From an optimization exercise on the open Yosys and OpenROAD flow, aimed at small area; shortcuts taken in it are not production practice. The RTL was checked by simulation tests, not by an equivalence proof against the original design. Power is estimated from default activity; no workload was simulated.

build 8:
## imem_loadable
module imem_loadable #(
  parameter int ADDR_WIDTH = 8,
  parameter int DATA_WIDTH = 16,
  parameter int DEPTH      = 256
) (
  input  logic                  clk,
  input  logic                  rst_n,
  input  logic                  fetch_en,
  input  logic [ADDR_WIDTH-1:0] address,
  input  logic                  load_start,
  input  logic                  load_stop,
  input  logic                  load_valid,
  input  logic [7:0]            load_byte,
  output logic [DATA_WIDTH-1:0] data,
  output logic                  data_valid,
  output logic                  load_ready,
  output logic                  load_done,
  output logic                  load_overflow,
  output logic                  cpu_hold,
  output logic [ADDR_WIDTH:0]   word_count,
  output logic [7:0]            checksum
);
Size in the first run: about 0.14 mm² of cells after synthesis.
clock: 5.0 ns
lec_check: 0
cap_margin: 20
core_margin: 2
core_utilization: 50
cts_buf_list: sky130_fd_sc_hd__clkbuf_16
cts_cluster_diameter: 55
cts_cluster_size: 20
gpl_timing_driven: 0
setup_slack_margin: 0.3
slew_margin: 20
standard.sh (not shown) runs the stock make flow with config.mk's settings and CLKGATE_MAP_FILE= SYNTH_SCRIPT=/design/flow/synth_recipe.tcl, a recipe that flattens the netlist after the stock synthesis.
==> flow/flow/run.sh <==
#!/bin/bash
# Own flow: the standard ORFS layout, but synthesised from a copy of the design
# in which the single-gate imem_g_* modules are instances of sky130hd cells
# (so ABC keeps the hand-built read tree and storage gates as written), and
# with sky130_fd_sc_hd__buf_2 as the port buffer (every port still gets one).
# The registers are checked against the standard synthesis; if they differ
# the standard netlist is used instead.
set -euo pipefail
W=$PWD
R=orfs/results/$FLOW_PLATFORM/imem_loadable/base

# The standard flow's config plus the port buffer cell; layout.sh is standard.sh on it
cp config.mk config_layout.mk
echo 'export BUFFER_PORTS_ARGS = -buffer_cell sky130_fd_sc_hd__buf_2' >> config_layout.mk
sed -e "s#DESIGN_CONFIG=[^ ]*#DESIGN_CONFIG=$W/config_layout.mk#" standard.sh > layout.sh

# 1. standard synthesis (reference for the registers)
bash layout.sh synth > log_synth_standard.txt 2>&1
cp $R/1_2_yosys.v ref_1_2_yosys.v

# 2. synthesis of the gate-mapped copy, in its own work folder
python3 flow/mapcells.py design.v design_mapped.v > log_mapcells.txt 2>&1
sed "s#^export VERILOG_FILES = .*#export VERILOG_FILES = $W/design_mapped.v#" config.mk > config_mapped.mk
sed -e "s#DESIGN_CONFIG=[^ ]*#DESIGN_CONFIG=$W/config_mapped.mk#" \
    -e "s#WORK_HOME=[^ ]*#WORK_HOME=$W/orfs_mapped#" standard.sh > synth_mapped.sh
bash synth_mapped.sh synth > log_synth_mapped.txt 2>&1
M=orfs_mapped/results/$FLOW_PLATFORM/imem_loadable/base/1_2_yosys.v

# 3. same registers? then lay out the mapped netlist
if python3 flow/regs.py ref_1_2_yosys.v $M > log_regs.txt 2>&1; then
  sleep 1
  cp $M $R/1_2_yosys.v
  touch $R/1_2_yosys.v
fi

# 4. the rest of the standard flow
bash layout.sh finish > log_layout.txt 2>&1
Other scripts of this flow, unchanged in this note and not shown: flow/flow/mapcells.py, flow/flow/regs.py
The inputs of build 86 differ from those of build 8 as listed below.
- CTS_CLUSTER_DIAMETER changed from 55 to 50
- CORE_UTILIZATION changed from 50 to 45
- SETUP_SLACK_MARGIN changed from 0.3 to 0.1
- CTS_CLUSTER_SIZE changed from 20 to 16
==> summary.txt <==
Where final period demand of the worst path is concerned, build 8 is better than build 86. Relative to build 8, the cell area power density of build 86 is higher by about 6%. Between build 86 and build 8, leakage power total is lower for build 8, build 86 comes in above that. Compare build 86 and build 8 | die area higher: build 86. Build 86 ends up with a total detailed-routing wirelength that is 0.45% higher than in build 8.
The following lists how build 37 was set up differently from build 86:
- SETUP_SLACK_MARGIN now 0.5, was 0.1
- CORE_UTILIZATION now 55, was 45
- CTS_CLUSTER_DIAMETER now 60, was 50
- CTS_CLUSTER_SIZE now 24, was 16
==> summary.txt <==
Between build 86 and build 37, proportion of power drawn by flip-flops and latches is higher for build 37, build 86 comes in under that. Delta (build 37 minus build 86): starting density of the core saw an increase; layout-stage area growth over the synthesis result -5.4 points; wire length went down about 3%; clock network power share decreased 9.9 points; sum of internal, switching and leakage power lost about 16%. Diff build 86 -> build 37 | total routing resource utilization after global routing | increase of 6.7 points.

* * *

imem_loadable, a different RTL version from the one above (not shown whole).
Size in the first run: about 14000 cells after synthesis, ~4100 flip-flops, ~0.15 mm² of cells after synthesis.
Design imem_loadable, start of the top module:
module imem_loadable #(
  parameter int ADDR_WIDTH = 8,
  parameter int DATA_WIDTH = 16,
  parameter int DEPTH      = 256
) (
  input  logic                  clk,
  input  logic                  rst_n,
  input  logic                  fetch_en,
  input  logic [ADDR_WIDTH-1:0] address,
  input  logic                  load_start,
  input  logic                  load_stop,
  input  logic                  load_valid,
  input  logic [7:0]            load_byte,
  output logic [DATA_WIDTH-1:0] data,
  output logic                  data_valid,
  output logic                  load_ready,
  output logic                  load_done,
  output logic                  load_overflow,
  output logic                  cpu_hold,
  output logic [ADDR_WIDTH:0]   word_count,
  output logic [7:0]            checksum
);
export LEC_CHECK = 0
export CAP_MARGIN = 20
export CORE_MARGIN = 2
export CORE_UTILIZATION = 70
export SLEW_MARGIN = 20
create_clock -name core_clock -period 5.0 [get_ports {clk}]
run.sh (not shown) runs the stock make flow with config.mk's settings and CLKGATE_MAP_FILE= SYNTH_SCRIPT=/design/flow/synth_recipe.tcl, a recipe that flattens the netlist after the stock synthesis.
Stock flow here: none of the scripts above is used.
The first run did not get past 5_1_grt.
Next try:
Settings changed: CORE_UTILIZATION 70 to 40.
The changed run stopped in 5_1_grt.
Area after synthesis stays the same.
Synthesized cell count is unchanged.

==> port drivers added, routing unchanged <==
How much do the figures lean on ideal ports? The routed layouts below were timed once more, with nothing changed but the port constraints. Step 1 sets driving cells, clkbuf_16 on the clock port and buf_2 on the other inputs (assumed; they add their load-dependent delay and slew). Step 2, shift: input delay + t, output delay - t, t = (earliest + latest rising clock arrival at the registers) / 2. This alone moves slack from input paths to output paths. Slacks: ideal / step 1 / step 2; pairs: ideal / step 1.
| run | shift t [ns] | setup WS [ns] | worst hold slack (ns) | latest minus earliest clock arrival (ns) |
|---|---|---|---|---|
| build 8 | 1.069 | 0.087 / 0.121 / -0.948 | 0.093 / 0.009 / 0.480 | 0.061 / 0.061 |
| build 86 | 1.070 | 0.056 / -0.009 / -1.079 | 0.063 / -0.001 / 0.480 | 0.092 / 0.092 |
| build 37 | 1.000 | 0.178 / 0.136 / -0.864 | 0.133 / 0.061 / 0.486 | 0.047 / 0.046 |
Met with ideal ports but missed after step 2: setup timing in every run listed. For build 86, which loses most, drivers alone change the setup slack by -0.065 ns; drivers and shift together by -1.135 ns.
